Source: an optimization exercise on an open RTL-to-GDS flow (aim: small area, a short achievable clock period and few clock cycles per item). Production flows keep margins and buffers that such runs may drop. In this exercise RTL edits were held to simulation tests only and were not proved equivalent to the original. No activity file was given, so power comes from the tool's default toggle rates.

===== flow/flow/run.sh =====
#!/bin/bash
cp standard.sh standard_sh.log
export BUFFER_PORTS_ARGS="-buffer_cell sky130_fd_sc_hd__buf_1"
bash standard.sh > standard.log 2>&1

===== flow/standard.sh =====
#!/bin/bash
# synth_recipe.tcl (not shown) runs the flow's synth.tcl, then flattens the netlist and writes it again
# the make line also repeats each setting of config.mk as NAME=value (left out here)
make -C /OpenROAD-flow-scripts/flow DESIGN_CONFIG=/design/flow/config.mk WORK_HOME=/design/flow/orfs CLKGATE_MAP_FILE= SYNTH_SCRIPT=/design/flow/synth_recipe.tcl "${@:-finish}"

===== flow/config.mk =====
export PLATFORM = sky130hd
export DESIGN_NAME = proportional_glyph_tile_packer_core
export DESIGN_NICKNAME = proportional_glyph_tile_packer_core
export VERILOG_FILES = /design/flow/design.v
export SDC_FILE = /design/flow/constraint.sdc
export NUM_CORES = 4
export LEC_CHECK = 0
export ABC_CLOCK_PERIOD_IN_PS = 2300
export CAP_MARGIN = 20
export CORE_MARGIN = 2
export CORE_UTILIZATION = 45
export CTS_BUF_LIST = sky130_fd_sc_hd__clkbuf_16
export CTS_CLUSTER_DIAMETER = 100
export CTS_CLUSTER_SIZE = 25
export SETUP_SLACK_MARGIN = 2.65
export SLEW_MARGIN = 20

===== flow/constraint.sdc =====
create_clock -name core_clock -period 5.0 [get_ports {clk}]
set_input_delay 1.0000 -clock core_clock [delete_from_list [all_inputs] [get_ports {clk}]]
set_output_delay 1.0000 -clock core_clock [all_outputs]
set_load 0.01 [all_outputs]

===== flow/design.v =====
`default_nettype none
package pgtp_pkg;
  localparam int unsigned PIX_W  = 4;
  localparam int unsigned ROW_W  = 32;
  localparam int unsigned COLS   = 8;
  localparam int unsigned SLOT_OUT_W = 5;
  localparam logic CMD_GLYPH = 1'b0;
  localparam logic CMD_PAD   = 1'b1;
  localparam logic [2:0] LAST_ROW = 3'd7;
  typedef struct packed {
    logic        command;
    logic [3:0]  glyph_width;
    logic [2:0]  row_number;
    logic [31:0] upper_glyph_row;
    logic [31:0] lower_glyph_row;
  } glyph_item_t;
  typedef struct packed {
    logic       wr_en;
    logic       fill_en;
    logic [2:0] fill_next;
    logic       slot_inc;
    logic       slot_clr;
    logic       emit;
    logic       done;
  } store_ctl_t;
endpackage
`default_nettype wire
`default_nettype none
import pgtp_pkg::*;
module pgtp_merge_mask (
  input  logic       pad,
  input  logic [3:0] width,
  input  logic [2:0] fill,
  output logic [7:0] rmask,       
  output logic [2:0] fill_next    
);
  logic [2:0] k [COLS];
  always_comb begin
    for (int c = 0; c < COLS; c++) begin
      k[c]     = 3'(3'(c) - fill);
      rmask[c] = width[3]
               | (width[2] & !k[c][2])
               | (!(width[2] ^ k[c][2]) & ((width[1] & !k[c][1])
                                          | (!(width[1] ^ k[c][1]) & width[0] & !k[c][0])));
    end
  end
  assign fill_next = pad ? 3'd0 : width[3] ? fill : (fill + width[2:0]);
endmodule
module pgtp_merge (
  input  logic        pad,         
  input  logic        step,        
  input  logic [2:0]  fill,
  input  logic [7:0]  rmask,
  input  logic [31:0] row_upper,
  input  logic [31:0] row_lower,
  input  logic [31:0] buf_upper,
  input  logic [31:0] buf_lower,
  output logic        emit,        
  output logic [31:0] wb_upper,
  output logic [31:0] wb_lower,
  output logic [31:0] res_upper,
  output logic [31:0] res_lower
);
  logic [31:0] rot_u, rot_l;
  logic [7:0]  fill_ge, take_out, take_wb, tw;
  logic        over, keep_out, keep_wb, wr, kw;
  always_comb begin
    for (int c = 0; c < COLS; c++) fill_ge[c] = (3'(c) >= fill);
  end
  assign over     = !pad && rmask[7];
  assign keep_out = (fill != 3'd0);
  assign take_out = pad ? fill_ge : (rmask & fill_ge);
  assign take_wb  = pad ? fill_ge : (rmask & (~fill_ge | {COLS{!over}}));
  assign keep_wb  = pad || (!over && keep_out);
  assign emit     = pad ? keep_out : over;
  assign wr       = pad ? keep_out : 1'b1;
  assign rot_u = ({row_upper, row_upper} << {fill, 2'b00}) >> 32;
  assign rot_l = ({row_lower, row_lower} << {fill, 2'b00}) >> 32;
  assign kw = keep_wb || !(step && wr);
  assign tw = take_wb & {COLS{step && wr}};
  always_comb begin
    for (int c = 0; c < COLS; c++) begin
      wb_upper [PIX_W*c +: PIX_W] = (buf_upper[PIX_W*c +: PIX_W] & {PIX_W{kw}})
                                  | (rot_u[PIX_W*c +: PIX_W]     & {PIX_W{tw[c]}});
      wb_lower [PIX_W*c +: PIX_W] = (buf_lower[PIX_W*c +: PIX_W] & {PIX_W{kw}})
                                  | (rot_l[PIX_W*c +: PIX_W]     & {PIX_W{tw[c]}});
      res_upper[PIX_W*c +: PIX_W] = (buf_upper[PIX_W*c +: PIX_W] & {PIX_W{keep_out}})
                                  | (rot_u[PIX_W*c +: PIX_W]     & {PIX_W{take_out[c]}});
      res_lower[PIX_W*c +: PIX_W] = (buf_lower[PIX_W*c +: PIX_W] & {PIX_W{keep_out}})
                                  | (rot_l[PIX_W*c +: PIX_W]     & {PIX_W{take_out[c]}});
    end
  end
endmodule
`default_nettype wire
`default_nettype none
import pgtp_pkg::*;
module pgtp_row_store (
  input  logic        clk,
  input  logic [31:0] wb_upper,
  input  logic [31:0] wb_lower,
  output logic [31:0] head_upper,
  output logic [31:0] head_lower
);
  logic [31:0] ring_u [COLS];
  logic [31:0] ring_l [COLS];
  always_ff @(posedge clk) begin
    for (int k = 0; k < COLS - 1; k++) begin
      ring_u[k] <= ring_u[k+1];
      ring_l[k] <= ring_l[k+1];
    end
    ring_u[COLS-1] <= wb_upper;
    ring_l[COLS-1] <= wb_lower;
  end
  assign head_upper = ring_u[0];
  assign head_lower = ring_l[0];
endmodule
`default_nettype wire
`default_nettype none
import pgtp_pkg::*;
module proportional_glyph_tile_packer_core #(
  parameter int unsigned MAX_TILES = 32
) (
  input  logic        clk,
  input  logic        rst,
  input  logic        glyph_valid,
  output logic        glyph_ready,
  input  logic        glyph_command,
  input  logic [3:0]  glyph_glyph_width,
  input  logic [2:0]  glyph_row_number,
  input  logic [31:0] glyph_upper_glyph_row,
  input  logic [31:0] glyph_lower_glyph_row,
  output logic        tile_valid,
  input  logic        tile_ready,
  output logic [4:0]  tile_tile_slot,
  output logic [2:0]  tile_out_row_number,
  output logic [31:0] tile_upper_tile_row,
  output logic [31:0] tile_lower_tile_row,
  output logic        tile_string_done
);
  localparam int unsigned SLOT_W = (MAX_TILES > 1) ? $clog2(MAX_TILES) : 1;
  localparam logic [SLOT_W-1:0] SLOT_LAST = SLOT_W'(MAX_TILES - 1);
  logic [2:0]        phase;      
  logic [2:0]        fill;
  logic [SLOT_W-1:0] slot;
  logic        out_valid;
  logic [4:0]  out_slot;
  logic [2:0]  out_row;
  logic [31:0] out_upper, out_lower;
  logic        out_done;
  logic [31:0] head_u, head_l, wb_u, wb_l, res_u, res_l;
  logic [7:0]  rmask;
  logic [2:0]  fill_next;
  logic        emit, step, last, pad;
  assign last = (glyph_row_number == LAST_ROW);
  assign pad  = (glyph_command == CMD_PAD);
  assign glyph_ready = (glyph_row_number == phase) && (!out_valid || tile_ready);
  assign step        = glyph_valid && glyph_ready;
  pgtp_merge_mask u_mask (
    .pad       (pad),
    .width     (glyph_glyph_width),
    .fill      (fill),
    .rmask     (rmask),
    .fill_next (fill_next)
  );
  pgtp_merge u_merge (
    .pad       (pad),
    .step      (step),
    .fill      (fill),
    .rmask     (rmask),
    .row_upper (glyph_upper_glyph_row),
    .row_lower (glyph_lower_glyph_row),
    .buf_upper (head_u),
    .buf_lower (head_l),
    .emit      (emit),
    .wb_upper  (wb_u),
    .wb_lower  (wb_l),
    .res_upper (res_u),
    .res_lower (res_l)
  );
  pgtp_row_store u_store (
    .clk        (clk),
    .wb_upper   (wb_u),
    .wb_lower   (wb_l),
    .head_upper (head_u),
    .head_lower (head_l)
  );
  always_ff @(posedge clk) begin
    if (rst) begin
      phase <= 3'd0;
      fill  <= 3'd0;
      slot  <= '0;
    end else begin
      phase <= phase + 3'd1;
      if (step && last) begin
        fill <= fill_next;
        if (pad) begin
          slot <= '0;
        end else if (emit) begin
          slot <= (slot == SLOT_LAST) ? '0 : slot + 1'b1;
        end
      end
    end
  end
  always_ff @(posedge clk) begin
    if (rst) begin
      out_valid <= 1'b0;
    end else if (step && emit) begin
      out_valid <= 1'b1;
    end else if (tile_ready) begin
      out_valid <= 1'b0;
    end
  end
  always_ff @(posedge clk) begin
    if (step && emit) begin
      out_slot  <= 5'(slot);
      out_row   <= glyph_row_number;
      out_upper <= res_u;
      out_lower <= res_l;
      out_done  <= pad && last;
    end
  end
  assign tile_valid          = out_valid;
  assign tile_tile_slot      = out_slot;
  assign tile_out_row_number = out_row;
  assign tile_upper_tile_row = out_upper;
  assign tile_lower_tile_row = out_lower;
  assign tile_string_done    = out_done;
endmodule
`default_nettype wire

==> results of run 1 <==
## sequential cells by signal (all words and copies together) (netlist names), 5 cells and up
signal,cells
out_upper,32
u_store.ring_u,256
out_slot,5
out_lower,32
u_store.ring_l,256
slot,5
## routing by layer
layer  vias to the layer above  track usage, %
met5                         -               0
met2                       379            33.6
met1                      5277            28.3
met4                         0            7.62
li1                       4861               -
met3                       110            2.48
## report_power, final
part / internal, mW / switching, mW
clock network: 0.988 / 1.40
logic: 0.263 / 0.373
registers: 5.55 / 0.169
## cell usage after synthesis, types with 17 or more instances
| master | number | area (um2) |
|---|---|---|
| o22ai_1 | 86 | 538 |
| ha_1 | 25 | 313 |
| mux2_2 | 41 | 462 |
| clkbuf_1 | 29 | 109 |
| dfxtp_1 | 524 | 10500 |
| nand2_1 | 17 | 63.8 |
| o32ai_1 | 63 | 552 |
| edfxtp_1 | 73 | 2190 |
| inv_1 | 89 | 334 |
| mux2i_1 | 80 | 801 |
| o221ai_1 | 17 | 149 |
## logic make-up after synthesis
kind of cell / Yosys count
simple gates: 87
compound gates: 228
mux: 130
xor+xnor: 7
buf+inv: 146
fa+ha+maj: 26
flops: 597
## worst max-delay path, stage by stage
cell,delay (ns)
buf_8,0.10
xnor2_2,0.11
nand4_1,0.18
clkinv_2,0.12
buf_6,0.13
buf_6,0.10
buf_6,0.10
buf_6,0.10
buf_6,0.10
buf_6,0.11
nand4b_1,0.17
clkinvlp_4,0.19
buf_6,0.17
buf_12,0.15
buf_16,0.16
## worst min path at each step
stage	startpoint	end	slack, ns
2_1_floorplan	u_store.ring_l[1][0]	u_store.ring_l[0][0]	0.31
3_3_place_gp	u_store.ring_l[4][10]	u_store.ring_l[3][10]	0.31
3_5_place_dp	u_store.ring_l[3][19]	u_store.ring_l[2][19]	0.31
4_1_cts	u_store.ring_l[6][4]	u_store.ring_l[5][4]	0.31
5_1_grt	u_store.ring_l[6][4]	u_store.ring_l[5][4]	0.32
6_report	u_store.ring_u[1][17]	u_store.ring_u[0][17]	0.32
## metrics by stage
| stage | hold slack (ns) | instance area (um2) | instances | util, % |
|---|---|---|---|---|
| 3_5_place_dp | 0.312 | 18600 | 1850 | 48.3 |
| 2_1_floorplan | 0.310 | 17600 | 1221 | - |
| 5_1_grt | 0.324 | 21600 | 1976 | 56.2 |
| 6_report | 0.318 | 21600 | 1976 | 56.2 |
| 4_1_cts | 0.310 | 20600 | 1941 | 53.4 |
| 3_3_place_gp | 0.309 | 18600 | 1850 | 48.3 |
## cell type report
type                    instances  area (um2)
clock buffers                  27         676
clock inverters                19        77.6
fillers                      3150       16800
inverters                      92         365
multi-input cells             478        5020
flip-flops and latches        597       12700
well taps                     518         648
repair buffers                244        2130
repair inverters                1        8.76
## repair_timing
action / CTS / global route
hold buffers: 0 / 0
gates resized for setup: 103 / 99
setup buffers: 31 / 22
setup endpoints to repair: 208 / 181
pin swaps: 29 / 37
cloned: 14 / 13
==> results.json, run 1 <==
{
  "drt_iter0_drc": 759,
  "design.core.area_um2": 38500,
  "highest_layer": "met4",
  "wl_met1_um": 19800,
  "dieArea_um2": 40300,
  "p_total_mw": 8.74,
  "max_slew_margin_pct": 42.6,
  "final_common_cell": "dfxtp_1",
  "final_cell_mix": "521 x dfxtp_1, 143 x buf_1, 104 x inv_1",
  "dp_slack_ns": 1.44,
  "synth_seq_cells": 597,
  "synth_area_um2": 17400,
  "drive_above_1_share_pct": 20.6,
  "yosysSeqAreaShare_pct": 72.8,
  "port_buffers": 150,
  "r2r-start": "phase[2]",
  "cts_buffers": 27,
  "yosys_warnings": 7,
  "holdPathStages": 0,
  "cts.sinks": 597,
  "wl_um": 45200,
  "vdd_ir_drop_max_mv": 0.297,
  "synthFlopType": "dfxtp_1",
  "root_buffer": "clkbuf_16",
  "rows": 72,
  "worstMarginPinSlew_ns": 0.861,
  "finalCritPeriodShare_pct": 53.7,
  "avgRoutedWirePerCell_um": 22.9,
  "worstReg2RegEnd": "out_lower[18]",
  "power.density_nw_per_um2": 404,
  "crit_end": "out_lower[18]",
  "leakage_nw": 8.58,
  "areaGrowthSynthToFinish_pct": 24.2,
  "worstSkewPairLatency_ns": 0.59,
  "grt_max_degree": 46,
  "hold_viol": 0,
  "cts_tree": "done",
  "clockBufferDepth": 3,
  "cap_violations": 0,
  "finClkSkew_ns": 0.0240,
  "antenna_cells": 0,
  "r2r_setup_slack_ns": 2.47,
  "critPathMaxFanout": 7,
  "detail_route.first_pass.iterations": 8,
  "period_needed_ns": 2.68,
  "fin_nets": 1543,
  "ys_async_sr_fraction_pct": 0,
  "synthXorXnorAreaFrac_pct": 0.352,
  "synth_compound_area_share_pct": 10.1,
  "overflow": 0,
  "antenna_left": 0,
  "rsz0062_at_grt": "yes",
  "finalSetupViolations": 0,
  "routed_via_density": 5.38,
  "worstHoldPathType": "reg2reg",
  "cp-end-kind": "register",
  "die_h_um": 201,
  "final.setup.tns_ns": 0,
  "grt_pass1_vias": 9871,
  "initial_core_util_pct": 45.3,
  "maxSlewViolCount": 0,
  "clkTransAtPathRegs_ns": 0.10,
  "cp.required_ns": 5.34,
  "arrival_ns": 3.03,
  "fin_ws_ns": 2.32,
  "hpwl_um": 27200,
  "synth_fa_ha_area_share_pct": 1.91,
  "dr_wl_met3_um": 2280,
  "synth_edf_count": 73,
  "io_pins": 151,
  "die_w_um": 201,
  "synth_top_family_by_area": "compound AO/OA/AOI/OAI gates",
  "startpoint": "glyph_row_number[0]",
  "htreeDepth": 1,
  "wl_met2_um": 21200,
  "syn_area_per_cell_um2": 14.3,
  "reg2reg_depth": 14,
  "status": "finished clean",
  "grt_first_pass_wirelength_um": 62400,
  "critPathKind": "in2reg",
  "grt_util_all_layers_pct": 20.6,
  "synth_cell_types": 56,
  "fmax_ghz": 0.373,
  "synthSimpleGateAreaFrac_pct": 2.86,
  "synth_mux_area_share_pct": 8.41,
  "num_vias": 10600,
  "grt_antenna_before_repair": 0,
  "synth_cells": 1221,
  "cp-start-kind": "primary input",
  "syn_nets": 1323,
  "gp_congestion": 0.810,
  "drc": 0
}
Testbench counts, summed over its fixed seeds: cycles 13,096, rows 13,032.
==> inputs of run 2 (changes only) <==
--- a/flow/config.mk
+++ b/flow/config.mk
@@ -5,12 +5,12 @@
 export SDC_FILE = /design/flow/constraint.sdc
 export NUM_CORES = 4
 export LEC_CHECK = 0
-export ABC_CLOCK_PERIOD_IN_PS = 2300
+export ABC_CLOCK_PERIOD_IN_PS = 2500
 export CAP_MARGIN = 20
 export CORE_MARGIN = 2
-export CORE_UTILIZATION = 45
+export CORE_UTILIZATION = 40
 export CTS_BUF_LIST = sky130_fd_sc_hd__clkbuf_16
 export CTS_CLUSTER_DIAMETER = 100
 export CTS_CLUSTER_SIZE = 25
-export SETUP_SLACK_MARGIN = 2.65
+export SETUP_SLACK_MARGIN = 2.45
 export SLEW_MARGIN = 20
==> run 2 against run 1 <==
Via count down 6.3%. Power down 2.0%. Critical path type is now in2out. Die area up 12%. Cell count about the same. Global-route usage down 3.1 points. Largest cell class unchanged. Largest power group unchanged.
==> results.json, run 2 <==
{
  "worstHoldEndpoint": "u_store.ring_l[1][20]",
  "routed_via_density": 5.04,
  "drt_iter0_drc": 859,
  "final.setup.tns_ns": 0,
  "clockBufferDepth": 3,
  "finalCritPeriodShare_pct": 53.1,
  "status": "finished clean",
  "yosysSeqAreaShare_pct": 72.8,
  "final_cell_mix": "521 x dfxtp_1, 143 x buf_1, 103 x inv_1",
  "power.density_nw_per_um2": 432,
  "cts_buffers": 27,
  "drc": 0,
  "max_stage_delay_ns": 0.22,
  "gp_congestion": 0.842,
  "worstHoldStart": "u_store.ring_l[2][20]",
  "io_pins": 151,
  "grt_first_pass_wirelength_um": 58600,
  "overflow": 0,
  "avgRoutedWirePerCell_um": 20.7,
  "initial_core_util_pct": 40.5,
  "grt_max_degree": 55,
  "rows": 76,
  "detail_route.first_pass.iterations": 5,
  "syn_area_per_cell_um2": 14.3,
  "cp_slowest_cell": "nand4_1",
  "critPathKind": "in2out",
  "r2r_setup_slack_ns": 2.50,
  "p_total_mw": 8.56,
  "synth_cells": 1221,
  "r2r-start": "fill[1]",
  "num_vias": 9961,
  "cap_violations": 0,
  "arrival_ns": 1.66,
  "clkTransAtPathRegs_ns": 0.11,
  "max_slew_margin_pct": 28.9,
  "rsz0062_at_grt": "yes",
  "worstSkewPairLatency_ns": 0.59,
  "final_common_cell": "dfxtp_1",
  "synth_area_um2": 17400,
  "synth_edf_count": 73,
  "leakage_nw": 7.87,
  "finalSetupViolations": 0,
  "grt_util_all_layers_pct": 17.5,
  "synth.area.top_cells": "dfxtp_1 60%, edfxtp_1 13%, mux2i_1 4.6%",
  "synth_most_common_cell": "dfxtp_1",
  "grt_antenna_before_repair": 1,
  "critPathMaxFanout": 3,
  "grt_pass1_vias": 9599,
  "hpwl_um": 27800,
  "areaGrowthSynthToFinish_pct": 13.7,
  "synth_cell_types": 56,
  "cp.required_ns": 4.00,
  "placedCellCount": 1916,
  "cp-end-kind": "output port",
  "period_needed_ns": 2.66,
  "stdcell_count": 1977,
  "vdd_ir_drop_max_mv": 0.246,
  "crit_chain": "buf_8, xnor2_2, nand4_1, clkinv_4, buf_6",
  "synthTopCellsByCount": "524 x dfxtp_1, 89 x inv_1, 86 x o22ai_1",
  "htreeDepth": 1,
  "syn_nets": 1323,
  "holdPathStages": 0,
  "worstReg2RegEnd": "out_lower[23]",
  "yosys.area.top_type": "dfxtp_1",
  "hold_buffers": 0,
  "multiInputGateArea_um2": 4270,
  "worstHoldPathType": "reg2reg",
  "regArea_um2": 12700,
  "yosys_warnings": 7,
  "cp.buffers_inverters": 3,
  "design.core.area_um2": 43000,
  "ys_async_sr_fraction_pct": 0,
  "antenna_left": 0,
  "yosys.area.top_type_share_pct": 60.2,
  "die_w_um": 213,
  "synth_seq_cells": 597,
  "maxSlewViolCount": 0,
  "largestRegisters": "u_store.ring_l: 256 flops, u_store.ring_u: 256 flops",
  "die_h_um": 213,
  "fmax_ghz": 0.377,
  "port_buffers": 150,
  "synthFlopType": "dfxtp_1",
  "cts_tree": "done",
  "wl_um": 40900,
  "crit_family": "buffers and inverters",
  "finClkSkew_ns": 0.0179,
  "hold_viol": 0,
  "nFillCells": 3840,
  "antenna_cells": 0,
  "dieArea_um2": 45200,
  "root_buffer": "clkbuf_16",
  "cp-start-kind": "primary input",
  "drive_above_1_share_pct": 11.1,
  "worstMarginPinSlew_ns": 1.06,
  "reg2reg_depth": 7,
  "fin_nets": 1478,
  "cts.sinks": 597
}
[run 2: cell count changes in the layout (fill, tap and decap cells not counted), sizes merged]
cell,previous run,this run
buf,232,174
clkinv,4,3
inv,107,105
clkinvlp,1,3
clkbuf,37,30
[run 2: cell families (layout without fill, tap and decap cells)]
family / Yosys count / count (layout) / share of synthesized area, %
muxes: 130 / 130 / 8.41
xor gates and xnor gates: 7 / 7 / 0.352
buffers and inverters: 146 / 317 / 3.60
and+or+nand+nor: 87 / 87 / 2.86
DFF: 597 / 597 / 72.8
AOI/OAI and AO/OA: 228 / 228 / 10.1
adders and majority gates: 26 / 26 / 1.91
[run 2: worst max-delay path by stage]
stage	cells past startpoint	to	slack, ns	startpoint
2_1_floorplan	5	out_done	1.59	glyph_command
4_1_cts	5	glyph_ready	2.34	glyph_row_number[1]
5_1_grt	5	glyph_ready	2.31	glyph_row_number[2]
6_report	5	glyph_ready	2.34	glyph_row_number[1]
3_5_place_dp	6	u_store.ring_l[7][25]	1.44	glyph_glyph_width[2]
3_3_place_gp	6	u_store.ring_l[7][27]	1.51	glyph_glyph_width[2]
[run 2: routing by layer]
layer  global-route usage (%)  vias up  share of wire [%]
li1                         -     4705                  -
met1                     24.9     4862                 47
met2                     27.4      324                 45
met3                     2.66       68                5.6
met4                     5.96        2                3.0
met5                        0        -              0.032
[run 2: worst register-to-register path, stage by stage, from the launching register on]
cell and delay, ns:
dfxtp_4 0.46, clkinvlp_4 0.17, buf_4 0.17, ha_1 0.31, ha_1 0.28, a211o_1 0.30, nand2b_1 0.34, o22ai_1 0.21
[run 2: what timing repair did]
action                                  4_1_cts  5_1_grt
pin swaps                                     3        5
setup buffers                                 3        7
gates resized for setup                      43       15
endpoints found under the setup margin      203      149
cloned                                        3        3
[run 2: area by class of cell]
cell class	instances	share of cell area (%)
Inverter	92	1.85
Multi-Input combinational cell	478	21.5
Timing Repair Buffer	179	5.03
Clock inverter	18	0.373
Tap cell	585	3.70
Sequential cell	597	64.1
Timing Repair inverter	1	0.0379
Clock buffer	27	3.41
[run 2: power breakdown]
part / switching [mW] / internal (mW) / leakage, nW
Clock: 1.40 / 0.988 / 0.426
Combinational: 0.290 / 0.166 / 2.44
Sequential: 0.170 / 5.55 / 5.01
[run 2: stage by stage]
| step | util [%] | hold slack (ns) | worst slack (ns) | cell area [um2] |
|---|---|---|---|---|
| final | 46.1 | 0.320 | 2.34 | 19800 |
| after global routing | 46.1 | 0.326 | 2.31 | 19800 |
| after CTS | 45.7 | 0.318 | 2.34 | 19700 |
| after detailed placement | 43.4 | 0.312 | 1.44 | 18600 |
| after global placement | 43.4 | 0.310 | 1.51 | 18600 |
| after floorplan | - | 0.310 | 1.59 | 17500 |
==> inputs of run 3 (changes only) <==
--- a/flow/config.mk
+++ b/flow/config.mk
@@ -5,10 +5,11 @@
 export SDC_FILE = /design/flow/constraint.sdc
 export NUM_CORES = 4
 export LEC_CHECK = 0
+export ABC_AREA = 1
 export ABC_CLOCK_PERIOD_IN_PS = 2500
 export CAP_MARGIN = 20
 export CORE_MARGIN = 2
-export CORE_UTILIZATION = 40
+export CORE_UTILIZATION = 45
 export CTS_BUF_LIST = sky130_fd_sc_hd__clkbuf_16
 export CTS_CLUSTER_DIAMETER = 100
 export CTS_CLUSTER_SIZE = 25
==> run 3 against run 2 <==
Critical path depth is 1 higher. Core utilization increased by 6.0 points. Hold slack gained 0.00065 ns. Largest cell class unchanged. Non-clock buffer count rose by 31. Fmax grew 2.3%. Critical path type unchanged. Largest power group unchanged. Register-to-register slack got worse by 0.04 ns. Critical endpoint unchanged. Sequential cell count did not move. Sequential power down 7.2%.
==> results.json, run 3 <==
{
  "synth_fa_ha_area_share_pct": 1.87,
  "rsz0062_at_grt": "yes",
  "reg2reg_depth": 9,
  "fmax_ghz": 0.385,
  "final_common_cell": "dfxtp_1",
  "met3_usage_pct": 3.45,
  "syn_area_per_cell_um2": 11.1,
  "worstSkewPairLatency_ns": 0.59,
  "status": "finished clean",
  "holdPathStages": 0,
  "cap_violations": 0,
  "yosys.area.top_type_share_pct": 59.0,
  "synth_most_common_cell": "dfxtp_1",
  "yosysSeqAreaShare_pct": 71.3,
  "grt_first_pass_wirelength_um": 64300,
  "yosys.area.top_type": "dfxtp_1",
  "ys_async_sr_fraction_pct": 0,
  "clkTransAtPathRegs_ns": 0.10,
  "avgRoutedWirePerCell_um": 18.9,
  "antenna_left": 0,
  "port_buffers": 150,
  "synthTopCellsByCount": "524 x dfxtp_1, 419 x nand2_1, 221 x nand3_1",
  "critPathMaxFanout": 4,
  "htreeDepth": 1,
  "synth_cells": 1605,
  "cts.sinks": 597,
  "drt_iter0_drc": 865,
  "p_seq_share_pct": 64.9,
  "wl_um": 43700,
  "detail_route.first_pass.iterations": 5,
  "cp_slowest_cell": "nor2_2",
  "cp-start-kind": "primary input",
  "synth_cell_types": 39,
  "synth_top_family_by_area": "simple AND/OR/NAND/NOR gates",
  "grt_util_all_layers_pct": 20.6,
  "grt_max_degree": 80,
  "p_int_mw": 6.37,
  "crit_chain": "buf_4, nor2_2, nor2_4, nand2_2, inv_2, buf_6",
  "dpl_cell_area_um2": 18800,
  "gr-usage-met1_pct": 29.6,
  "max_slew_margin_pct": 44.6,
  "cts_buffers": 27,
  "num_vias": 11800,
  "rows": 72,
  "cp.required_ns": 4.00,
  "routed_via_density": 5.10,
  "power.density_nw_per_um2": 404,
  "design_area_um2": 20200,
  "top_usage_layer": "met2",
  "max_stage_delay_ns": 0.17,
  "hold_viol": 0,
  "hpwl_um": 29300,
  "initial_core_util_pct": 45.8,
  "cp-end-kind": "output port",
  "syn_nets": 1707,
  "grtUsageMet2_pct": 31.4,
  "hold_buffers": 0,
  "grt_pass1_vias": 11000,
  "arrival_ns": 1.60,
  "drc": 0,
  "overflow": 0,
  "period_needed_ns": 2.60,
  "synthXorXnorAreaFrac_pct": 0.148,
  "sw_frac_of_total_pct": 22.1,
  "grt_antenna_before_repair": 3,
  "areaGrowthSynthToFinish_pct": 13.7,
  "finClkSkew_ns": 0.0242,
  "final_cell_mix": "521 x dfxtp_1, 413 x nand2_1, 219 x nand3_1",
  "maxSlewViolCount": 0,
  "die_h_um": 203,
  "synth_mux_area_share_pct": 0,
  "critPathKind": "in2out",
  "final.setup.tns_ns": 0,
  "clockPowerShare_pct": 29.3,
  "synthSimpleGateAreaFrac_pct": 18.2,
  "r2r_setup_slack_ns": 2.46,
  "worstMarginPinSlew_ns": 0.831,
  "gp_congestion": 0.888,
  "io_pins": 151,
  "vdd_ir_drop_max_mv": 0.336,
  "synth.area.top_cells": "dfxtp_1 59%, edfxtp_1 12%, nand2_1 8.8%",
  "dieArea_um2": 41100,
  "yosys_warnings": 7,
  "synthFlopType": "dfxtp_1",
  "root_buffer": "clkbuf_16",
  "design.core.area_um2": 38800,
  "comb_power_share_pct": 5.7,
  "synth_seq_cells": 597,
  "clockBufferDepth": 3,
  "finalSetupViolations": 0,
  "worstHoldPathType": "reg2reg",
  "drive_above_1_share_pct": 7.91,
  "die_w_um": 203,
  "synth_compound_area_share_pct": 5.64,
  "synth_area_um2": 17800,
  "cts_tree": "done",
  "synth_edf_count": 73,
  "finalCritPeriodShare_pct": 51.9,
  "fin_nets": 1879,
  "switchingPower_mw": 1.81,
  "leakage_nw": 8.54,
  "largestRegisters": "u_store.ring_l: 256 flops, u_store.ring_u: 256 flops"
}
## run 3: changes by cell type after synthesis, sizes merged, moves of 25 or more
cell | before | now
nand2 | 17 | 422
nand3 | 6 | 221
o22ai | 86 | 0
mux2i | 80 | 0
o32ai | 63 | 0
a22o | 0 | 48
nand4 | 3 | 48
inv | 90 | 47
mux2 | 41 | 0
o211ai | 1 | 33
buf | 25 | 50
## run 3: kinds of logic (layout without fill, tap and decap cells)
logic type                 Yosys count  after routing
DFF                                597            597
and+or+nand+nor                    738            738
adders and majority gates           26             26
other                                0              3
AOI/OAI and AO/OA                  125            125
buffers and inverters              116            307
xor gates and xnor gates             3              3
## run 3: worst paths after layout
path	end	from
worst max-delay path	glyph_ready	glyph_row_number[0]
worst min-delay path	u_store.ring_u[0][21]	u_store.ring_u[1][21]
worst max register to register	out_lower[17]	fill[0]
worst min register to register	u_store.ring_u[0][21]	u_store.ring_u[1][21]
## run 3: layer usage
layer	wire length (um)	up-vias
met5	7	-
met3	2600	87
met1	20300	5626
met2	19000	370
li1	-	5725
met4	1840	2
## run 3: final cells by class
class	count	area, um2
clock inverters	21	85.1
repair inverters	1	5.00
fillers	3406	18600
multi-input cells	892	4700
flip-flops and latches	597	12700
well taps	518	648
inverters	48	196
repair buffers	210	1210
clock buffers	27	676
diodes	3	7.51
## run 3: worst max-delay path: cells and delay by family
| family | cells | cell delay (ns) |
|---|---|---|
| buf+inv | 3 | 0.28 |
| simple gates | 3 | 0.31 |
## run 3: metrics by stage
step	utilization, %	total power [mW]	std cells	hold WS (ns)	worst slack, ns
after floorplan	-	5.62	1605	0.310	1.78
after detailed placement	48.5	5.82	2216	0.312	1.69
after global placement	48.5	5.80	2216	0.310	1.78
after global routing	52.1	8.49	2315	0.335	2.35
after CTS	51.2	8.21	2289	0.321	2.42
final	52.1	8.17	2317	0.320	2.40
## run 3: power by group through the flow
stage / sequential (mW) / clock, mW / combinational (mW)
global route: 5.34 / 2.64 / 0.511
global placement: 5.41 / 0 / 0.395
detailed placement: 5.42 / 0 / 0.400
finish: 5.31 / 2.40 / 0.467
CTS: 5.31 / 2.46 / 0.436
floorplan: 5.38 / 0 / 0.244
## run 3: timing repair
action | CTS | global route
pin swaps | 6 | 10
cloned | 1 | 4
buffers inserted | 24 | 21
setup endpoints to repair | 187 | 166
resized for setup | 30 | 15
==> inputs of run 4 (changes only) <==
--- a/flow/config.mk
+++ b/flow/config.mk
@@ -5,7 +5,6 @@
 export SDC_FILE = /design/flow/constraint.sdc
 export NUM_CORES = 4
 export LEC_CHECK = 0
-export ABC_AREA = 1
 export ABC_CLOCK_PERIOD_IN_PS = 2500
 export CAP_MARGIN = 20
 export CORE_MARGIN = 2
@@ -15,3 +14,4 @@
 export CTS_CLUSTER_SIZE = 25
 export SETUP_SLACK_MARGIN = 2.45
 export SLEW_MARGIN = 20
+export TNS_END_PERCENT = 5
==> run 4 against run 3 <==
Still clean. Synthesized cell count down 24%. Combinational power down 1%. Sequential power up 7.7%. Sequential cell count unchanged. Worst setup slack worse by 0.093 ns. Global-route usage down 1.5 points. Core utilization down 0.68 points. Critical path type is now in2reg. Largest power group unchanged. Highest routed layer unchanged.
==> results.json, run 4 <==
{
  "status": "finished clean",
  "final.setup.tns_ns": 0,
  "worstHoldPathType": "reg2reg",
  "antenna_cells": 0,
  "drc": 0,
  "detail_route.first_pass.iterations": 5,
  "clkTransAtPathRegs_ns": 0.11,
  "largestRegisters": "u_store.ring_l: 256 flops, u_store.ring_u: 256 flops",
  "overflow": 0,
  "vdd_ir_drop_max_mv": 0.240,
  "dpl_cell_area_um2": 18500,
  "initial_core_util_pct": 45.3,
  "critPathMaxFanout": 7,
  "synth_area_um2": 17400,
  "synth_cell_types": 56,
  "hpwl_um": 27000,
  "num_vias": 10000,
  "grt_antenna_before_repair": 1,
  "dieArea_um2": 40300,
  "max_slew_margin_pct": 24.2,
  "cp.required_ns": 5.33,
  "rsz0062_at_grt": "yes",
  "gp_congestion": 0.857,
  "maxSlewViolCount": 0,
  "yosys.area.top_type_share_pct": 60.2,
  "grt_first_pass_wirelength_um": 58500,
  "avgRoutedWirePerCell_um": 21.2,
  "worstSkewPairLatency_ns": 0.61,
  "syn_area_per_cell_um2": 14.3,
  "die_w_um": 201,
  "cts.sinks": 597,
  "port_buffers": 150,
  "areaGrowthSynthToFinish_pct": 13.5,
  "clockBufferDepth": 3,
  "final_common_cell": "dfxtp_1",
  "synthTopCellsByCount": "524 x dfxtp_1, 89 x inv_1, 86 x o22ai_1",
  "grt_util_all_layers_pct": 19.2,
  "cts_tree": "done",
  "routed_via_density": 5.24,
  "nFillCells": 3289,
  "drive_above_1_share_pct": 11.1,
  "hold_viol": 0,
  "leakage_nw": 7.93,
  "grt_max_degree": 75,
  "synth_seq_cells": 597,
  "power.density_nw_per_um2": 433,
  "finalSetupViolations": 0,
  "antenna_left": 0,
  "yosys_warnings": 7,
  "synth_cells": 1221,
  "drt_iter0_drc": 815,
  "period_needed_ns": 2.69,
  "synthFlopType": "dfxtp_1",
  "yosysSeqAreaShare_pct": 72.8,
  "wl_um": 40700,
  "finalCritPeriodShare_pct": 53.8,
  "cp-start-kind": "primary input",
  "cts_buffers": 27,
  "synth_most_common_cell": "dfxtp_1",
  "die_h_um": 201,
  "syn_nets": 1323,
  "rows": 72,
  "design.core.area_um2": 38500,
  "design_area_um2": 19800,
  "ys_async_sr_fraction_pct": 0,
  "critPathKind": "in2reg",
  "cp-end-kind": "register",
  "fmax_ghz": 0.372,
  "synth_edf_count": 73,
  "cap_violations": 0,
  "io_pins": 151,
  "root_buffer": "clkbuf_16",
  "finClkSkew_ns": 0.0455,
  "arrival_ns": 3.02,
  "hold_buffers": 0,
  "yosys.area.top_type": "dfxtp_1",
  "final_cell_mix": "521 x dfxtp_1, 143 x buf_1, 104 x inv_1",
  "grt_pass1_vias": 9518,
  "synth.area.top_cells": "dfxtp_1 60%, edfxtp_1 13%, mux2i_1 4.6%",
  "worstMarginPinSlew_ns": 1.13,
  "fin_nets": 1486,
  "htreeDepth": 1,
  "holdWs_ns": 0.315
}
==> run 4: cell count changes after synthesis, sizes merged, moves of 32 or more <==
cell    before  now
o211ai      33    1
a22o        48    0
o22ai        0   86
inv         47   90
o32ai        0   63
mux2i        0   80
nand3      221    6
mux2         0   41
nand2      422   17
nand4       48    3
==> run 4: layout make-up <==
class	count	area (um2)	area share (%)
sequential	597	12700	64.2
multi-input combinational	478	4200	21.3
timing repair buffer	188	1130	5.71
clock buffer	27	676	3.42
tap	518	648	3.28
inverter	92	352	1.78
clock inverter	18	73.8	0.373
==> run 4: logic make-up (layout without fill, tap and decap cells) <==
kind of cell / after synthesis / in the layout / share of synthesized area [%]
AO/OA/AOI/OAI: 228 / 228 / 10.1
XOR/XNOR: 7 / 7 / 0.352
adder cells (fa/ha/maj): 26 / 26 / 1.91
buffers and inverters: 146 / 325 / 3.60
flip-flops: 597 / 597 / 72.8
multiplexers: 130 / 130 / 8.41
AND/OR/NAND/NOR: 87 / 87 / 2.86
==> run 4: power breakdown <==
| part | leakage, nW | internal [mW] | total, mW | switching, mW |
|---|---|---|---|---|
| Clock | 0.426 | 0.988 | 2.39 | 1.40 |
| Combinational | 2.49 | 0.175 | 0.462 | 0.287 |
| Sequential | 5.01 | 5.55 | 5.72 | 0.167 |
==> run 4: routing by layer <==
| metal | track usage (%) | share of wire, % | vias up |
|---|---|---|---|
| met2 | 30.2 | 46 | 321 |
| li1 | - | - | 4722 |
| met5 | 0 | 0.032 | - |
| met4 | 5.34 | 2.3 | 2 |
| met3 | 2.76 | 5.7 | 51 |
| met1 | 27.7 | 46 | 4946 |
==> run 4: final timing paths <==
path,startpoint,to,slack (ns),cells past startpoint
min reg2reg,u_store.ring_l[1][17],u_store.ring_l[0][17],0.32,0
min,u_store.ring_l[1][17],u_store.ring_l[0][17],0.32,0
max,glyph_row_number[0],out_upper[17],2.31,15
max reg2reg,fill[2],out_upper[9],2.36,9
==> run 4: worst max-delay path: stages <==
cell and delay [ns]:
buf_6 0.10, xnor2_2 0.12, nand4_1 0.16, clkinv_2 0.11, buf_6 0.12, buf_4 0.12
buf_4 0.12, buf_4 0.12, buf_6 0.10, buf_6 0.10, buf_8 0.12, nand4b_1 0.17
clkinvlp_4 0.19, buf_12 0.19, clkbuf_16 0.17
==> run 4: repair_timing <==
action                     in CTS  in global routing
gates cloned                    1                  6
setup endpoints to repair     206                181
pin swaps                       2                  6
buffers inserted               11                  6
resized for setup              26                 28
==> run 4: stage by stage <==
step | setup slack (ns) | power [mW] | util, % | std cells
floorplan | 1.59 | 6.01 | - | 1221
global placement | 1.37 | 6.22 | 48.1 | 1849
detailed placement | 1.27 | 6.24 | 48.1 | 1849
CTS | 2.32 | 8.62 | 50.7 | 1906
global route | 2.29 | 8.91 | 51.4 | 1918
finish | 2.31 | 8.57 | 51.4 | 1918
==> inputs of run 5 (changes only) <==
--- a/flow/config.mk
+++ b/flow/config.mk
@@ -14,4 +14,3 @@
 export CTS_CLUSTER_SIZE = 25
 export SETUP_SLACK_MARGIN = 2.45
 export SLEW_MARGIN = 20
-export TNS_END_PERCENT = 5
==> run 5 against run 4 <==
First-iteration DRC count rose by 0.37%. Count of clock-buffer cells in the layout is the same. Die area did not move. Critical endpoint is now glyph_ready. Via count rose by 2.0%. Critical path type is now in2out.
==> results.json, run 5 <==
{
  "status": "finished clean",
  "dp_slack_ns": 1.44,
  "fin_ws_ns": 2.40,
  "cp.required_ns": 4.00,
  "leakage_nw": 8.03,
  "regArea_um2": 12700,
  "nFillCells": 3269,
  "final_cell_mix": "521 x dfxtp_1, 144 x buf_1, 107 x inv_1",
  "synth.area.top_cells": "dfxtp_1 60%, edfxtp_1 13%, mux2i_1 4.6%",
  "syn_area_per_cell_um2": 14.3,
  "grt_pass1_vias": 9609,
  "largestRegisters": "u_store.ring_l: 256 flops, u_store.ring_u: 256 flops",
  "multiInputGateArea_um2": 4310,
  "dieArea_um2": 40300,
  "cp-end-kind": "output port",
  "detail_route.first_pass.iterations": 5,
  "period_needed_ns": 2.60,
  "synth_edf_count": 73,
  "cts_buffers": 27,
  "reg2reg_depth": 8,
  "final.setup.tns_ns": 0,
  "synth_most_common_cell": "dfxtp_1",
  "cts.sinks": 597,
  "clkTransAtPathRegs_ns": 0.10,
  "critPathMaxFanout": 2,
  "yosys.area.top_type_share_pct": 60.2,
  "io_pins": 151,
  "antenna_cells": 0,
  "wl_um": 41500,
  "holdPathStages": 0,
  "cp.buffers_inverters": 3,
  "rows": 72,
  "max_slew_margin_pct": 27.6,
  "rsz0062_at_grt": "yes",
  "clockPowerShare_pct": 27.8,
  "grt_util_all_layers_pct": 19.6,
  "drt_iter0_drc": 818,
  "synthFlopType": "dfxtp_1",
  "arrival_ns": 1.60,
  "switchingPower_mw": 1.87,
  "yosys.area.top_type": "dfxtp_1",
  "vdd_ir_drop_max_mv": 0.293,
  "clockBufferDepth": 3,
  "yosysSeqAreaShare_pct": 72.8,
  "crit_family": "buffers and inverters",
  "grt_first_pass_wirelength_um": 60000,
  "utilization_pct": 52.1,
  "areaGrowthSynthToFinish_pct": 15.0,
  "synthTopCellsByCount": "524 x dfxtp_1, 89 x inv_1, 86 x o22ai_1",
  "finalCritPeriodShare_pct": 52.0,
  "cp_slowest_cell": "nand4_1",
  "grt_antenna_before_repair": 1,
  "sw_frac_of_total_pct": 21.8,
  "antenna_left": 0,
  "design.core.area_um2": 38500,
  "p_seq_share_pct": 66.6,
  "overflow": 0,
  "grt_max_degree": 43,
  "p_total_mw": 8.58,
  "critPathKind": "in2out",
  "power.density_nw_per_um2": 429,
  "synth_area_um2": 17400,
  "maxSlewViolCount": 0,
  "finalSetupViolations": 0,
  "fmax_ghz": 0.385,
  "fin_nets": 1498,
  "r2r_setup_slack_ns": 2.51,
  "drc": 0,
  "synth_cell_types": 56,
  "final_common_cell": "dfxtp_1",
  "num_vias": 10200,
  "syn_nets": 1323,
  "routed_via_density": 5.30,
  "avgRoutedWirePerCell_um": 21.5,
  "drive_above_1_share_pct": 12.4,
  "worstHoldPathType": "reg2reg",
  "worstReg2RegEnd": "out_upper[3]",
  "max_stage_delay_ns": 0.17,
  "crit_chain": "buf_8, xnor2_2, nand4_1, clkinv_2, buf_6",
  "die_h_um": 201,
  "cp-start-kind": "primary input",
  "die_w_um": 201,
  "worstMarginPinSlew_ns": 1.08,
  "r2r-start": "fill[0]",
  "worstSkewPairLatency_ns": 0.58,
  "worstHoldEndpoint": "u_store.ring_u[2][22]",
  "yosys_warnings": 7,
  "p_int_mw": 6.71,
  "comb_power_share_pct": 5.5,
  "ys_async_sr_fraction_pct": 0,
  "hold_buffers": 0,
  "cap_violations": 0,
  "cts_tree": "done",
  "hold_viol": 0,
  "port_buffers": 150,
  "htreeDepth": 1,
  "synth_seq_cells": 597,
  "startpoint": "glyph_row_number[1]",
  "root_buffer": "clkbuf_16",
  "finClkSkew_ns": 0.0196,
  "worstHoldStart": "u_store.ring_u[3][22]",
  "initial_core_util_pct": 45.3,
  "synth_cells": 1221,
  "holdWs_ns": 0.323,
  "gp_congestion": 0.853,
  "hpwl_um": 27400
}
-- run 5: cell counts after synthesis --
No cell type changed its count.
-- run 5: kinds of logic after synthesis --
group                    after synthesis  synth area share [%]
flip-flops                           597                  72.8
AO/OA/AOI/OAI                        228                  10.1
buffers and inverters                146                  3.60
multiplexers                         130                  8.41
AND/OR/NAND/NOR                       87                  2.86
adder cells (fa/ha/maj)               26                  1.91
XOR/XNOR                               7                 0.352
-- run 5: power by group through the flow --
stage | Combinational [mW] | Clock [mW] | Sequential (mW)
floorplan | 0.260 | 0 | 5.76
finish | 0.474 | 2.39 | 5.72
detailed placement | 0.424 | 0 | 5.83
CTS | 0.450 | 2.45 | 5.73
global placement | 0.413 | 0 | 5.81
global route | 0.508 | 2.63 | 5.79
-- run 5: worst register-to-register path, stage by stage, from the launching register on --
cell and delay (ns):
dfxtp_4 0.43, inv_8 0.11, ha_1 0.26, ha_2 0.35, inv_1 0.05, ha_1 0.16, or3_1 0.39, o22ai_4 0.31
o22ai_1 0.17
-- run 5: repair_timing --
item                       4_1_cts  5_1_grt
pin swaps                        3        7
resized for setup               44       25
hold endpoints to repair         0        0
setup endpoints to repair      207      175
gates cloned                     3        5
buffers inserted                14       14
-- run 5: layout make-up --
type,count,area share (%)
flip-flops and latches,597,63.4
multi-input cells,478,21.5
repair buffers,199,6.25
clock buffers,27,3.37
well taps,518,3.24
inverters,92,1.81
clock inverters,21,0.400
repair inverters,1,0.0375
-- run 5: worst max path at each step --
| stage | cells past startpoint | endpoint |
|---|---|---|
| 4_1_cts | 5 | glyph_ready |
| 3_5_place_dp | 7 | out_lower[26] |
| 2_1_floorplan | 5 | out_done |
| 3_3_place_gp | 7 | out_lower[26] |
| 5_1_grt | 5 | glyph_ready |
| 6_report | 5 | glyph_ready |
-- run 5: stage by stage --
step	area (um2)	cells
4_1_cts	19700	1914
3_3_place_gp	18600	1849
5_1_grt	20000	1933
2_1_floorplan	17500	1221
6_report	20000	1933
3_5_place_dp	18600	1849
-- run 5: per-layer routing --
metal	share of wire, %	vias up	GRT usage (%)
met4	2.9	2	4.97
met1	45	5042	27.9
met2	46	376	31.5
met3	6.2	64	3.10
li1	-	4756	-
met5	0.027	-	0
==> inputs of run 6 (changes only) <==
--- a/flow/config.mk
+++ b/flow/config.mk
@@ -10,7 +10,7 @@
 export CORE_MARGIN = 2
 export CORE_UTILIZATION = 45
 export CTS_BUF_LIST = sky130_fd_sc_hd__clkbuf_16
-export CTS_CLUSTER_DIAMETER = 100
-export CTS_CLUSTER_SIZE = 25
+export CTS_CLUSTER_DIAMETER = 110
+export CTS_CLUSTER_SIZE = 30
 export SETUP_SLACK_MARGIN = 2.45
 export SLEW_MARGIN = 20
==> run 6 against run 5 <==
Still clean on timing, DRC and antenna. Worst setup slack worse by 0.015 ns. First-iteration DRC count down 11%. Area after synthesis unchanged. Register-to-register slack about the same. Critical endpoint unchanged. Power down 2.1%.
==> results.json, run 6 <==
{
  "fmax_ghz": 0.383,
  "dieArea_um2": 40300,
  "synthFlopType": "dfxtp_1",
  "synth_area_um2": 17400,
  "drc": 0,
  "final.setup.tns_ns": 0,
  "grt_pass1_vias": 9650,
  "worstSkewPairLatency_ns": 0.57,
  "p_seq_share_pct": 68.1,
  "ys_async_sr_fraction_pct": 0,
  "synth_most_common_cell": "dfxtp_1",
  "crit_chain": "buf_8, xnor2_2, nand4_1, clkinv_2, buf_6",
  "fin_nets": 1497,
  "clockBufferDepth": 3,
  "wl_um": 41100,
  "cp-end-kind": "output port",
  "yosysSeqAreaShare_pct": 72.8,
  "holdWs_ns": 0.318,
  "drive_above_1_share_pct": 12.4,
  "worstMarginPinSlew_ns": 1.11,
  "gp_congestion": 0.853,
  "synth_edf_count": 73,
  "drt_iter0_drc": 726,
  "max_slew_margin_pct": 25.5,
  "grt_util_all_layers_pct": 19.5,
  "grt_antenna_before_repair": 2,
  "die_w_um": 201,
  "rows": 72,
  "worstHoldPathType": "reg2reg",
  "synth_cells": 1221,
  "syn_nets": 1323,
  "routed_via_density": 5.27,
  "cp.required_ns": 4.00,
  "synthTopCellsByCount": "524 x dfxtp_1, 89 x inv_1, 86 x o22ai_1",
  "p_int_mw": 6.58,
  "areaGrowthSynthToFinish_pct": 14.1,
  "finalCritPeriodShare_pct": 52.3,
  "cp_slowest_cell": "nand4_1",
  "num_vias": 10100,
  "io_pins": 151,
  "r2r-start": "fill[0]",
  "largestRegisters": "u_store.ring_l: 256 flops, u_store.ring_u: 256 flops",
  "rsz0062_at_grt": "yes",
  "detail_route.first_pass.iterations": 5,
  "hold_buffers": 0,
  "synth_seq_cells": 597,
  "cts.sinks": 597,
  "cp-start-kind": "primary input",
  "overflow": 0,
  "comb_power_share_pct": 5.7,
  "worstReg2RegEnd": "out_upper[3]",
  "regArea_um2": 12700,
  "worstHoldEndpoint": "u_store.ring_u[0][18]",
  "initial_core_util_pct": 45.3,
  "arrival_ns": 1.61,
  "htreeDepth": 1,
  "hpwl_um": 27400,
  "leakage_nw": 7.95,
  "syn_area_per_cell_um2": 14.3,
  "die_h_um": 201,
  "finClkSkew_ns": 0.0261,
  "antenna_left": 0,
  "reg2reg_depth": 8,
  "multiInputGateArea_um2": 4300,
  "sw_frac_of_total_pct": 21.7,
  "critPathMaxFanout": 2,
  "yosys.area.top_type": "dfxtp_1",
  "port_buffers": 150,
  "cap_violations": 0,
  "period_needed_ns": 2.61,
  "synth_cell_types": 56,
  "worstHoldStart": "u_store.ring_u[1][18]",
  "critPathKind": "in2out",
  "cts_buffers": 23,
  "switchingPower_mw": 1.82,
  "final_common_cell": "dfxtp_1",
  "clkTransAtPathRegs_ns": 0.12,
  "cts_tree": "done",
  "finalSetupViolations": 0,
  "p_total_mw": 8.40,
  "root_buffer": "clkbuf_16",
  "final_cell_mix": "521 x dfxtp_1, 143 x buf_1, 101 x inv_1",
  "yosys_warnings": 7,
  "maxSlewViolCount": 0,
  "status": "finished clean",
  "power.density_nw_per_um2": 423,
  "r2r_setup_slack_ns": 2.50,
  "synth.area.top_cells": "dfxtp_1 60%, edfxtp_1 13%, mux2i_1 4.6%",
  "vdd_ir_drop_max_mv": 0.289,
  "holdPathStages": 0,
  "antenna_cells": 0,
  "nFillCells": 3268,
  "grt_max_degree": 43,
  "design.core.area_um2": 38500,
  "avgRoutedWirePerCell_um": 21.3,
  "grt_first_pass_wirelength_um": 59800,
  "max_stage_delay_ns": 0.18,
  "hold_viol": 0,
  "yosys.area.top_type_share_pct": 60.2,
  "clockPowerShare_pct": 26.3
}
==> run 6: cell counts after synthesis <==
Identical to the previous run, type by type.
==> run 6: critical path: cells and delay by family <==
| kind | cells | cell delay (ns) |
|---|---|---|
| buf+inv | 3 | 0.31 |
| simple gates | 1 | 0.18 |
| xor+xnor | 1 | 0.12 |
==> run 6: power by group through the flow <==
stage	Combinational, mW	Sequential [mW]	Clock (mW)
after floorplan	0.260	5.76	0
after global placement	0.413	5.81	0
after detailed placement	0.424	5.83	0
after CTS	0.449	5.73	2.26
after global routing	0.510	5.79	2.44
final	0.475	5.72	2.21
==> run 6: area by class of cell <==
class	instances	area share, %
Sequential cell	597	63.9
Clock buffer	23	2.90
Tap cell	518	3.26
Timing Repair Buffer	201	6.11
Inverter	92	1.85
Timing Repair inverter	2	0.0819
Clock inverter	15	0.290
Multi-Input combinational cell	478	21.6
==> run 6: how the worst max path moves through the flow <==
| stage | start | to | slack, ns | depth (start not counted) |
|---|---|---|---|---|
| after floorplan | glyph_command | out_done | 1.59 | 5 |
| after global routing | glyph_row_number[2] | glyph_ready | 2.34 | 5 |
| after global placement | glyph_glyph_width[2] | out_lower[26] | 1.52 | 7 |
| after detailed placement | glyph_glyph_width[2] | out_lower[26] | 1.44 | 7 |
| after CTS | glyph_row_number[2] | glyph_ready | 2.37 | 5 |
| final | glyph_row_number[1] | glyph_ready | 2.39 | 5 |
==> run 6: cell families after synthesis <==
group | Yosys count | share of synthesized area (%)
fa+ha+maj | 26 | 1.91
compound gates | 228 | 10.1
buf+inv | 146 | 3.60
mux | 130 | 8.41
simple gates | 87 | 2.86
flops | 597 | 72.8
xor+xnor | 7 | 0.352
==> run 6: per-layer routing <==
layer / track usage [%] / routed length (um) / up-vias
li1: - / - / 4741
met1: 27.9 / 19000 / 5002
met2: 31.8 / 19200 / 346
met3: 2.61 / 2130 / 52
met4: 3.76 / 631 / 4
met5: 0 / 24 / -
==> run 6: stage by stage <==
stage	area (um2)	worst slack [ns]	util, %	instances
global placement	18600	1.52	48.2	1849
detailed placement	18600	1.44	48.2	1849
global route	19900	2.34	51.7	1926
CTS	19600	2.37	50.9	1908
floorplan	17500	1.59	-	1221
finish	19900	2.39	51.7	1926
==> run 6: repair_timing <==
item | CTS | global route
gates cloned | 3 | 4
buffers inserted | 18 | 14
resized for setup | 42 | 26
endpoints found under the setup margin | 207 | 163
endpoints found under the hold margin | 0 | 0
pin swaps | 3 | 7
==> inputs of run 7 (changes only) <==
--- a/flow/config.mk
+++ b/flow/config.mk
@@ -6,11 +6,11 @@
 export NUM_CORES = 4
 export LEC_CHECK = 0
 export ABC_CLOCK_PERIOD_IN_PS = 2500
-export CAP_MARGIN = 20
+export CAP_MARGIN = 5
 export CORE_MARGIN = 2
 export CORE_UTILIZATION = 45
 export CTS_BUF_LIST = sky130_fd_sc_hd__clkbuf_16
-export CTS_CLUSTER_DIAMETER = 110
-export CTS_CLUSTER_SIZE = 30
+export CTS_CLUSTER_DIAMETER = 100
+export CTS_CLUSTER_SIZE = 25
 export SETUP_SLACK_MARGIN = 2.45
-export SLEW_MARGIN = 20
+export SLEW_MARGIN = 5
==> run 7 against run 6 <==
Cell count up 0.36%. Count of clock-buffer cells in the layout grew 4. Non-clock buffer count decreased by 2. Core utilization up 0.42 points. Worst setup slack better by 0.015 ns. Area after synthesis did not move. Design area grew 0.81%. Register-to-register slack hardly changed. Sequential cell count unchanged. Still clean on timing, DRC and antenna. Largest power group unchanged. Sequential share of layout area decreased by 0.51 points. Combinational power hardly changed.
==> results.json, run 7 <==
{
  "antenna_left": 0,
  "final_common_cell": "dfxtp_1",
  "cts.sinks": 597,
  "clkTransAtPathRegs_ns": 0.10,
  "synth_edf_count": 73,
  "rows": 72,
  "power.density_nw_per_um2": 429,
  "design.core.area_um2": 38500,
  "yosysSeqAreaShare_pct": 72.8,
  "clockBufferDepth": 3,
  "p_total_mw": 8.58,
  "fin_ws_ns": 2.40,
  "drive_above_1_share_pct": 12.4,
  "yosys.area.top_type_share_pct": 60.2,
  "synth_cells": 1221,
  "die_w_um": 201,
  "antenna_cells": 0,
  "maxSlewViolCount": 0,
  "startpoint": "glyph_row_number[1]",
  "synthSimpleGateAreaFrac_pct": 2.86,
  "switchingPower_mw": 1.87,
  "final_cell_mix": "521 x dfxtp_1, 144 x buf_1, 107 x inv_1",
  "fmax_ghz": 0.385,
  "comb_power_share_pct": 5.5,
  "synth_mux_area_share_pct": 8.41,
  "p_seq_share_pct": 66.6,
  "p_int_mw": 6.71,
  "cp-start-kind": "primary input",
  "syn_nets": 1323,
  "detail_route.first_pass.iterations": 5,
  "synth_fa_ha_area_share_pct": 1.91,
  "status": "finished clean",
  "fin_nets": 1498,
  "critPathMaxFanout": 2,
  "dieArea_um2": 40300,
  "worstMarginPinSlew_ns": 1.08,
  "arrival_ns": 1.60,
  "finalSetupViolations": 0,
  "synth_top_family_by_area": "compound AO/OA/AOI/OAI gates",
  "num_vias": 10200,
  "max_stage_delay_ns": 0.17,
  "die_h_um": 201,
  "vdd_ir_drop_max_mv": 0.293,
  "drc": 0,
  "cts_buffers": 27,
  "finClkSkew_ns": 0.0196,
  "finalCritPeriodShare_pct": 52.0,
  "synth_seq_cells": 597,
  "grt_max_degree": 43,
  "initial_core_util_pct": 45.3,
  "cp.buffers_inverters": 3,
  "rsz0062_at_grt": "yes",
  "htreeDepth": 1,
  "final.setup.tns_ns": 0,
  "grt_first_pass_wirelength_um": 60000,
  "areaGrowthSynthToFinish_pct": 15.0,
  "sw_frac_of_total_pct": 21.8,
  "synth_cell_types": 56,
  "period_needed_ns": 2.60,
  "synth.area.top_cells": "dfxtp_1 60%, edfxtp_1 13%, mux2i_1 4.6%",
  "cp_slowest_cell": "nand4_1",
  "port_buffers": 150,
  "cp.required_ns": 4.00,
  "overflow": 0,
  "wl_um": 41500,
  "ys_async_sr_fraction_pct": 0,
  "clockPowerShare_pct": 27.8,
  "yosys.area.top_type": "dfxtp_1",
  "gp_congestion": 0.853,
  "r2r-start": "fill[0]",
  "crit_chain": "buf_8, xnor2_2, nand4_1, clkinv_2, buf_6",
  "io_pins": 151,
  "syn_area_per_cell_um2": 14.3,
  "grt_util_all_layers_pct": 19.6,
  "grt_pass1_vias": 9609,
  "worstSkewPairLatency_ns": 0.58,
  "cap_violations": 0,
  "hold_viol": 0,
  "root_buffer": "clkbuf_16",
  "yosys_warnings": 7,
  "grt_antenna_before_repair": 1,
  "routed_via_density": 5.30,
  "largestRegisters": "u_store.ring_l: 256 flops, u_store.ring_u: 256 flops",
  "cts_tree": "done",
  "critPathKind": "in2out",
  "synthXorXnorAreaFrac_pct": 0.352,
  "hpwl_um": 27400,
  "max_slew_margin_pct": 27.6,
  "avgRoutedWirePerCell_um": 21.5,
  "worstHoldStart": "u_store.ring_u[3][22]",
  "crit_family": "buffers and inverters",
  "synth_most_common_cell": "dfxtp_1",
  "synth_area_um2": 17400,
  "worstHoldPathType": "reg2reg",
  "synthTopCellsByCount": "524 x dfxtp_1, 89 x inv_1, 86 x o22ai_1",
  "synthFlopType": "dfxtp_1",
  "drt_iter0_drc": 818,
  "hold_buffers": 0,
  "leakage_nw": 8.03,
  "synth_compound_area_share_pct": 10.1,
  "cp-end-kind": "output port",
  "dp_slack_ns": 1.44
}
[run 7: cells by family after synthesis]
logic type	count (synthesis)
flip-flops	597
AO/OA/AOI/OAI	228
buffers and inverters	146
multiplexers	130
AND/OR/NAND/NOR	87
adder cells (fa/ha/maj)	26
XOR/XNOR	7
[run 7: final cells by class]
type                            instances  area [um2]
Clock inverter                         21        80.1
Sequential cell                       597       12700
Multi-Input combinational cell        478        4310
Timing Repair inverter                  1        7.51
Clock buffer                           27         676
Inverter                               92         363
Timing Repair Buffer                  199        1250
Fill cell                            3269       18400
Tap cell                              518         648
[run 7: worst paths after layout]
path	end	slack, ns	cells past startpoint
hold reg to reg	u_store.ring_u[2][22]	0.32	0
hold / removal	u_store.ring_u[2][22]	0.32	0
setup / recovery	glyph_ready	2.40	5
setup reg to reg	out_upper[3]	2.51	8
[run 7: power by group through the flow]
stage | registers (mW) | logic [mW] | clock network [mW]
after floorplan | 5.76 | 0.260 | 0
after global placement | 5.81 | 0.413 | 0
after detailed placement | 5.83 | 0.424 | 0
after CTS | 5.73 | 0.450 | 2.45
after global routing | 5.79 | 0.508 | 2.63
final | 5.72 | 0.474 | 2.39
[run 7: stage by stage]
step / instance area [um2] / std cells / utilization (%) / hold WS [ns]
after CTS: 19700 / 1914 / 51.2 / 0.328
after detailed placement: 18600 / 1849 / 48.2 / 0.312
final: 20000 / 1933 / 52.1 / 0.323
after global routing: 20000 / 1933 / 52.1 / 0.336
after floorplan: 17500 / 1221 / - / 0.310
after global placement: 18600 / 1849 / 48.2 / 0.310
[run 7: routing by layer]
metal	GRT usage [%]	share of wire (%)	vias to the layer above
li1	-	-	4756
met1	27.9	45	5042
met2	31.5	46	376
met3	3.10	6.2	64
met4	4.97	2.9	2
met5	0	0.027	-
[run 7: repair_timing]
item,CTS,global route
setup buffers,14,14
pin swaps,3,7
gates resized for setup,44,25
setup endpoints to repair,207,175
cloned,3,5
[run 7: worst reg2reg max path, stage by stage (launching register included)]
cell	delay [ns]
dfxtp_4	0.43
inv_8	0.11
ha_1	0.26
ha_2	0.35
inv_1	0.05
ha_1	0.16
or3_1	0.39
o22ai_4	0.31
o22ai_1	0.17
==> inputs of run 8 (changes only) <==
==> flow/flow/run.sh (replaced) <==
#!/bin/bash
export BUFFER_PORTS_ARGS="-buffer_cell sky130_fd_sc_hd__buf_1"
bash standard.sh > standard.log 2>&1
--- a/flow/config.mk
+++ b/flow/config.mk
@@ -6,11 +6,11 @@
 export NUM_CORES = 4
 export LEC_CHECK = 0
 export ABC_CLOCK_PERIOD_IN_PS = 2500
-export CAP_MARGIN = 5
+export CAP_MARGIN = 20
 export CORE_MARGIN = 2
 export CORE_UTILIZATION = 45
 export CTS_BUF_LIST = sky130_fd_sc_hd__clkbuf_16
 export CTS_CLUSTER_DIAMETER = 100
 export CTS_CLUSTER_SIZE = 25
 export SETUP_SLACK_MARGIN = 2.45
-export SLEW_MARGIN = 5
+export SLEW_MARGIN = 20
==> run 8 against run 7 <==
Core utilization stayed put. Critical endpoint unchanged. Hold slack stayed put. Clock skew stayed put. Still clean. Die area stayed put. Register-to-register slack hardly changed. Clock power hardly changed. Largest cell class unchanged. Via count stayed put. Non-clock buffer count stayed put.
==> results.json, run 8 <==
{
  "crit_chain": "buf_8, xnor2_2, nand4_1, clkinv_2, buf_6",
  "rows": 72,
  "vdd_ir_drop_max_mv": 0.293,
  "cts_tree": "done",
  "syn_area_per_cell_um2": 14.3,
  "areaGrowthSynthToFinish_pct": 15.0,
  "design.core.area_um2": 38500,
  "yosys.area.top_type_share_pct": 60.2,
  "cp-start-kind": "primary input",
  "cts.sinks": 597,
  "synth_cells": 1221,
  "num_vias": 10200,
  "synth.area.top_cells": "dfxtp_1 60%, edfxtp_1 13%, mux2i_1 4.6%",
  "clockBufferDepth": 3,
  "routed_via_density": 5.30,
  "worstHoldEndpoint": "u_store.ring_u[2][22]",
  "maxSlewViolCount": 0,
  "drive_above_1_share_pct": 12.4,
  "startpoint": "glyph_row_number[1]",
  "dieArea_um2": 40300,
  "overflow": 0,
  "die_h_um": 201,
  "grt_pass1_vias": 9609,
  "synth_edf_count": 73,
  "grt_max_degree": 43,
  "worstReg2RegEnd": "out_upper[3]",
  "synth_top_family_by_area": "compound AO/OA/AOI/OAI gates",
  "drc": 0,
  "grt_antenna_before_repair": 1,
  "synth_compound_area_share_pct": 10.1,
  "reg2reg_depth": 8,
  "synth_area_um2": 17400,
  "final.setup.tns_ns": 0,
  "finalSetupViolations": 0,
  "period_needed_ns": 2.60,
  "yosys_warnings": 7,
  "hpwl_um": 27400,
  "grt_first_pass_wirelength_um": 60000,
  "stdcell_count": 1933,
  "synth_fa_ha_area_share_pct": 1.91,
  "synth_mux_area_share_pct": 8.41,
  "detail_route.first_pass.iterations": 5,
  "final_common_cell": "dfxtp_1",
  "cp_slowest_cell": "nand4_1",
  "gp_congestion": 0.853,
  "initial_core_util_pct": 45.3,
  "cap_violations": 0,
  "synthSimpleGateAreaFrac_pct": 2.86,
  "leakage_nw": 8.03,
  "finClkSkew_ns": 0.0196,
  "worstHoldStart": "u_store.ring_u[3][22]",
  "arrival_ns": 1.60,
  "cts_buffers": 27,
  "max_slew_margin_pct": 27.6,
  "synthTopCellsByCount": "524 x dfxtp_1, 89 x inv_1, 86 x o22ai_1",
  "critPathMaxFanout": 2,
  "final_cell_mix": "521 x dfxtp_1, 144 x buf_1, 107 x inv_1",
  "worstSkewPairLatency_ns": 0.58,
  "finalCritPeriodShare_pct": 52.0,
  "ys_async_sr_fraction_pct": 0,
  "antenna_left": 0,
  "worstHoldPathType": "reg2reg",
  "synthFlopType": "dfxtp_1",
  "cp-end-kind": "output port",
  "synth_most_common_cell": "dfxtp_1",
  "status": "finished clean",
  "grt_util_all_layers_pct": 19.6,
  "dp_slack_ns": 1.44,
  "r2r_setup_slack_ns": 2.51,
  "yosys.area.top_type": "dfxtp_1",
  "placedCellCount": 1849,
  "synth_cell_types": 56,
  "htreeDepth": 1,
  "largestRegisters": "u_store.ring_l: 256 flops, u_store.ring_u: 256 flops",
  "fin_ws_ns": 2.40,
  "syn_nets": 1323,
  "fmax_ghz": 0.385,
  "wl_um": 41500,
  "p_total_mw": 8.58,
  "holdPathStages": 0,
  "avgRoutedWirePerCell_um": 21.5,
  "root_buffer": "clkbuf_16",
  "worstMarginPinSlew_ns": 1.08,
  "rsz0062_at_grt": "yes",
  "nFillCells": 3269,
  "synth_seq_cells": 597,
  "fin_nets": 1498,
  "hold_viol": 0,
  "critPathKind": "in2out",
  "port_buffers": 150,
  "yosysSeqAreaShare_pct": 72.8,
  "io_pins": 151,
  "synthXorXnorAreaFrac_pct": 0.352,
  "r2r-start": "fill[0]",
  "clkTransAtPathRegs_ns": 0.10,
  "antenna_cells": 0,
  "die_w_um": 201,
  "drt_iter0_drc": 818,
  "cp.required_ns": 4.00,
  "power.density_nw_per_um2": 429,
  "max_stage_delay_ns": 0.17
}
[run 8: cell counts in the layout (fill, tap and decap cells not counted)]
Identical to the previous run, type by type.
[run 8: critical path, delay by kind of cell]
| family | cells | cell delay (ns) |
|---|---|---|
| buf+inv | 3 | 0.29 |
| xor+xnor | 1 | 0.12 |
| simple gates | 1 | 0.17 |
[run 8: cell type report]
| cell class | instances | area, um2 | area share (%) |
|---|---|---|---|
| Sequential cell | 597 | 12700 | 63.4 |
| Multi-Input combinational cell | 478 | 4310 | 21.5 |
| Timing Repair Buffer | 199 | 1250 | 6.25 |
| Clock buffer | 27 | 676 | 3.37 |
| Tap cell | 518 | 648 | 3.24 |
| Inverter | 92 | 363 | 1.81 |
| Clock inverter | 21 | 80.1 | 0.400 |
| Timing Repair inverter | 1 | 7.51 | 0.0375 |
[run 8: logic make-up (layout without fill, tap and decap cells)]
family	count (synthesis)	after routing
mux	130	130
flops	597	597
simple gates	87	87
buf+inv	146	340
fa+ha+maj	26	26
compound gates	228	228
xor+xnor	7	7
[run 8: worst max-delay path by stage]
stage,depth (start not counted),endpoint,slack [ns]
floorplan,5,out_done,1.59
global placement,7,out_lower[26],1.52
detailed placement,7,out_lower[26],1.44
CTS,5,glyph_ready,2.37
global route,5,glyph_ready,2.34
finish,5,glyph_ready,2.40
[run 8: where the power goes]
part / total [mW] / internal, mW / leakage (nW) / switching (mW)
clock: 2.39 / 0.989 / 0.443 / 1.40
combinational: 0.474 / 0.177 / 2.58 / 0.297
sequential: 5.72 / 5.55 / 5.01 / 0.172
total: 8.58 / 6.71 / 8.03 / 1.87
[run 8: through the flow]
| step | util [%] | hold WS [ns] | instance area (um2) |
|---|---|---|---|
| after floorplan | - | 0.310 | 17500 |
| after global placement | 48.2 | 0.310 | 18600 |
| after detailed placement | 48.2 | 0.312 | 18600 |
| after CTS | 51.2 | 0.328 | 19700 |
| after global routing | 52.1 | 0.336 | 20000 |
| final | 52.1 | 0.323 | 20000 |
[run 8: timing repair]
action / 4_1_cts / 5_1_grt
buffers inserted: 14 / 14
gates cloned: 3 / 5
gates resized for setup: 44 / 25
pin swaps: 3 / 7
endpoints found under the hold margin: 0 / 0
hold buffers: 0 / 0
setup endpoints to repair: 207 / 175
[run 8: routing by layer]
metal / global-route usage (%) / wire, um / vias up / share of wire (%)
met5: 0 / 11 / - / 0.027
met2: 31.5 / 18900 / 376 / 46
li1: - / - / 4756 / -
met4: 4.97 / 1220 / 2 / 2.9
met3: 3.10 / 2580 / 64 / 6.2
met1: 27.9 / 18800 / 5042 / 45

Re-timed with assumed drivers on the ports (clkbuf_16 on the clock, buf_2 on other inputs), run 8 has 2.359 ns of setup slack against 2.401 ns with ideal ports, and 1.925 ns once port delays also move by the mid clock arrival of 0.626 ns.
